What follows belongs to an exercise in optimizing a design on an open flow for small area; a production flow would make more cautious choices. Function was checked by simulation only, so behaviour that the tests miss may differ from the original. No driver is modelled on the clock port, so clocking that relies on it looks cheaper here than on a real chip. Power and IR drop assume default switching activity.

Setup of red:
==> module paddle_tracker, before the edit <==
module paddle_tracker
#(
    parameter int PADDLE_H      = 40,
    parameter int SAMPLE_CYCLES = 250000
) (
    input  logic        clk_25MHZ,
    input  logic        reset,
    input  logic [9:0]  paddle_y,
    input  logic [5:0]  ball_k,
    input  logic [9:0]  ball_y,
    input  logic        moving_left,
    input  logic        moving_right,
    output logic        collision,
    output logic [9:0]  est_u,         
    output logic        est_c
);
    logic [9:0]    prev_y;
    logic [10:0]   rel, diff;
    logic [9:0]    delta_u;
    logic          delta_c;
    logic          hit;
    pong_add #(.W(11)) u_rel (.a({1'b0, ball_y}), .b({1'b1, ~paddle_y}), .ci(1'b1), .s(rel), .co());
    assign hit = moving_left && (ball_k[5:1] == 5'd0)
              && !rel[10] && (rel[9:0] <= 10'(PADDLE_H));
    pong_add #(.W(11)) u_diff (.a({1'b0, prev_y}), .b({1'b1, ~paddle_y}), .ci(1'b0), .s(diff), .co());
    assign delta_u = diff[9:0] ^ {10{diff[10]}};
    assign delta_c = !diff[10] || (delta_u == 10'd0);
    always_ff @(posedge clk_25MHZ) begin
        collision <= hit;
    end
    localparam bit use_lfsr = (SAMPLE_CYCLES >= 2) && (SAMPLE_CYCLES <= 8191);
    localparam int cw = use_lfsr ? 13 : $clog2(SAMPLE_CYCLES + 1);
    function automatic logic [cw-1:0] lfsr_after(input int n);
        logic [12:0] s;
        s = '0;
        for (int i = 0; i < n; i++)
            s = {s[11:0], ~(s[12] ^ s[11] ^ s[10] ^ s[7])};
        lfsr_after = cw'(s);
    endfunction
    localparam logic [cw-1:0] cnt_end = use_lfsr ? lfsr_after(SAMPLE_CYCLES - 1)
                                                 : cw'(SAMPLE_CYCLES - 1);
    logic [cw-1:0] sample_cnt, sample_step;
    logic          window_end;
    generate
        if (use_lfsr) begin : g_lfsr
            assign sample_step = {sample_cnt[11:0], ~(sample_cnt[12] ^ sample_cnt[11] ^ sample_cnt[10] ^ sample_cnt[7])};
        end else begin : g_bin
            assign sample_step = sample_cnt + 1'b1;
        end
    endgenerate
    assign window_end = (sample_cnt == cnt_end);
    always_ff @(posedge clk_25MHZ or posedge reset) begin
        if (reset)
            sample_cnt <= '0;
        else if (window_end)
            sample_cnt <= '0;
        else
            sample_cnt <= sample_step;
    end
    always_ff @(posedge clk_25MHZ) begin
        if (window_end)
            prev_y <= paddle_y;
    end
    always_ff @(posedge clk_25MHZ) begin
        if (window_end && !moving_right && !(moving_left && collision)) begin
            est_u <= delta_u;
            est_c <= delta_c;
        end
    end
endmodule
==> flow/config.mk <==
export PLATFORM = sky130hd
export DESIGN_NAME = pong_node_top
export DESIGN_NICKNAME = pong_node_top
export VERILOG_FILES = /design/flow/design.v
export SDC_FILE = /design/flow/constraint.sdc
export NUM_CORES = 4
export LEC_CHECK = 0
export CAP_MARGIN = 20
export CORE_MARGIN = 2
export CORE_UTILIZATION = 40
export SLEW_MARGIN = 20
==> flow/constraint.sdc <==
create_clock -name core_clock -period 100.0 [get_ports {clk_25MHZ}]
set_input_delay 20.0000 -clock core_clock [delete_from_list [all_inputs] [get_ports {clk_25MHZ}]]
set_output_delay 20.0000 -clock core_clock [all_outputs]
set_load 0.01 [all_outputs]
standard.sh (not shown) runs the stock make flow with config.mk's settings and CLKGATE_MAP_FILE= SYNTH_SCRIPT=/design/flow/synth_recipe.tcl, a recipe that flattens the netlist after the stock synthesis.
==> flow/flow/run.sh <==
#!/bin/bash
# The standard layout (standard.sh), with these changes to how it is made:
#  - the port buffers that global placement puts on every input and output
#    are the smallest buffer cell rather than the tool's default pick;
#  - the constant outputs share the one tie cell synthesis made, instead of
#    one tie cell each;
#  - clock tree synthesis builds its tree of clkbuf_4 without dummy clock
#    loads, and post_cts.tcl then upsizes to clkbuf_8 every clock buffer
#    whose flip-flop clock pins would see a slow edge.
set -euo pipefail
here=$(pwd)
export BUFFER_PORTS_ARGS="-buffer_cell sky130_fd_sc_hd__buf_1"
export SKIP_REPAIR_TIE_FANOUT=1
export CTS_ARGS="-sink_clustering_enable -repair_clock_nets -buf_list sky130_fd_sc_hd__clkbuf_4 -dont_use_dummy_load"
export POST_CTS_TCL="$here/flow/post_cts.tcl"
bash standard.sh finish > standard.log 2>&1
==> flow/flow/post_cts.tcl <==
# Upsize each clock tree buffer whose flip-flop clock pins would see a slow
# clock edge, so a small buffer is kept only where it is fast enough.
estimate_parasitics -placement
set upsized 0
foreach inst [get_cells -filter "ref_name == sky130_fd_sc_hd__clkbuf_4"] {
  set out [get_pins -of_objects $inst -filter "direction == output"]
  set net [get_nets -of_objects $out]
  set worst 0.0
  foreach pin [get_pins -of_objects $net -filter "direction == input"] {
    set s [get_property $pin slew_max]
    if { $s > $worst } { set worst $s }
  }
  if { $worst > 0.100 } {
    replace_cell $inst sky130_fd_sc_hd__clkbuf_8
    incr upsized
  }
}
puts "post_cts: upsized $upsized clock buffers"
estimate_parasitics -placement
detailed_placement
check_placement -verbose
red went all the way through the flow, and no timing, DRC or antenna check failed.
#### Input delta (blue over red)
-- flow/design.v --
<<< red, line 260
    output logic        est_c
);
    logic [9:0]    prev_y;
    logic [10:0]   rel, diff;
>>> blue, line 260
    output logic        est_c
);
    logic [12:0]   sample_cnt;
    logic [9:0]    prev_y;
    logic [10:0]   rel, diff;
<<< red, line 274
        collision <= hit;
    end
    localparam bit use_lfsr = (SAMPLE_CYCLES >= 2) && (SAMPLE_CYCLES <= 8191);
    localparam int cw = use_lfsr ? 13 : $clog2(SAMPLE_CYCLES + 1);
    function automatic logic [cw-1:0] lfsr_after(input int n);
        logic [12:0] s;
        s = '0;
        for (int i = 0; i < n; i++)
            s = {s[11:0], ~(s[12] ^ s[11] ^ s[10] ^ s[7])};
        lfsr_after = cw'(s);
    endfunction
    localparam logic [cw-1:0] cnt_end = use_lfsr ? lfsr_after(SAMPLE_CYCLES - 1)
                                                 : cw'(SAMPLE_CYCLES - 1);
    logic [cw-1:0] sample_cnt, sample_step;
    logic          window_end;
    generate
        if (use_lfsr) begin : g_lfsr
            assign sample_step = {sample_cnt[11:0], ~(sample_cnt[12] ^ sample_cnt[11] ^ sample_cnt[10] ^ sample_cnt[7])};
        end else begin : g_bin
            assign sample_step = sample_cnt + 1'b1;
        end
    endgenerate
    assign window_end = (sample_cnt == cnt_end);
    always_ff @(posedge clk_25MHZ or posedge reset) begin
        if (reset)
            sample_cnt <= '0;
        else if (window_end)
            sample_cnt <= '0;
        else
            sample_cnt <= sample_step;
    end
    always_ff @(posedge clk_25MHZ) begin
        if (window_end)
            prev_y <= paddle_y;
    end
    always_ff @(posedge clk_25MHZ) begin
        if (window_end && !moving_right && !(moving_left && collision)) begin
            est_u <= delta_u;
            est_c <= delta_c;
>>> blue, line 275
        collision <= hit;
    end
    function automatic logic [12:0] lfsr_after(input int n);
        logic [12:0] s;
        s = '0;
        for (int i = 0; i < n; i++)
            s = {s[11:0], ~(s[12] ^ s[11] ^ s[10] ^ s[7])};
        lfsr_after = s;
    endfunction
    localparam logic [12:0] lfsr_end = lfsr_after(SAMPLE_CYCLES - 1);
    always_ff @(posedge clk_25MHZ or posedge reset) begin
        if (reset)
            sample_cnt <= '0;
        else if (sample_cnt == lfsr_end)
            sample_cnt <= '0;
        else
            sample_cnt <= {sample_cnt[11:0], ~(sample_cnt[12] ^ sample_cnt[11] ^ sample_cnt[10] ^ sample_cnt[7])};
    end
    always_ff @(posedge clk_25MHZ) begin
        if (sample_cnt == lfsr_end)
            prev_y <= paddle_y;
    end
    always_ff @(posedge clk_25MHZ) begin
        if ((sample_cnt == lfsr_end) && !moving_right && !(moving_left && collision)) begin
            est_u <= delta_u;
            est_c <= delta_c;
- Between red and blue, the flow reports synthesized area increasing slightly.
- Taking red as the reference, in blue reported net switching power climbed about 300%; routed metal-1 wirelength now sits higher; total wire length stayed essentially flat; via count has increased.
- blue ended up with a higher synthesized instance count than red did.
- blue vs. red: design area up about 0.56%, floorplan die area higher, register-to-register slack -0.51 ns.

-- afterwards: timing with drivers on the ports --
Ports are ideal in the flow. The routed layouts listed here were re-timed in OpenROAD.
Step 1, drivers: a clkbuf_16 drives clk_25MHZ and a buf_2 each remaining input, both assumed.
Step 2 adds t to the input delays and takes it off the output delays; t is the mean of the earliest and latest rising clock arrival at the registers after step 1. Input paths then give back, and output paths get back, about the clock's delay inside the block.
Slacks: no drivers / after step 1 / after step 2; pairs: no drivers / after step 1.
run	t, ns	setup slack, ns	worst hold slack (ns)	slew at the worst register clock pin (ns)	pins driven straight from the clock port
red	0.459	59.592 / 59.569 / 59.569	0.370 / 0.370 / 0.370	0.10 / 0.10	1
blue	0.468	59.581 / 59.560 / 59.560	0.375 / 0.375 / 0.375	0.10 / 0.10	1
After both steps setup and hold are still met in every run listed. For red, which loses most, drivers alone change the setup slack by -0.023 ns; drivers and shift together by -0.023 ns.
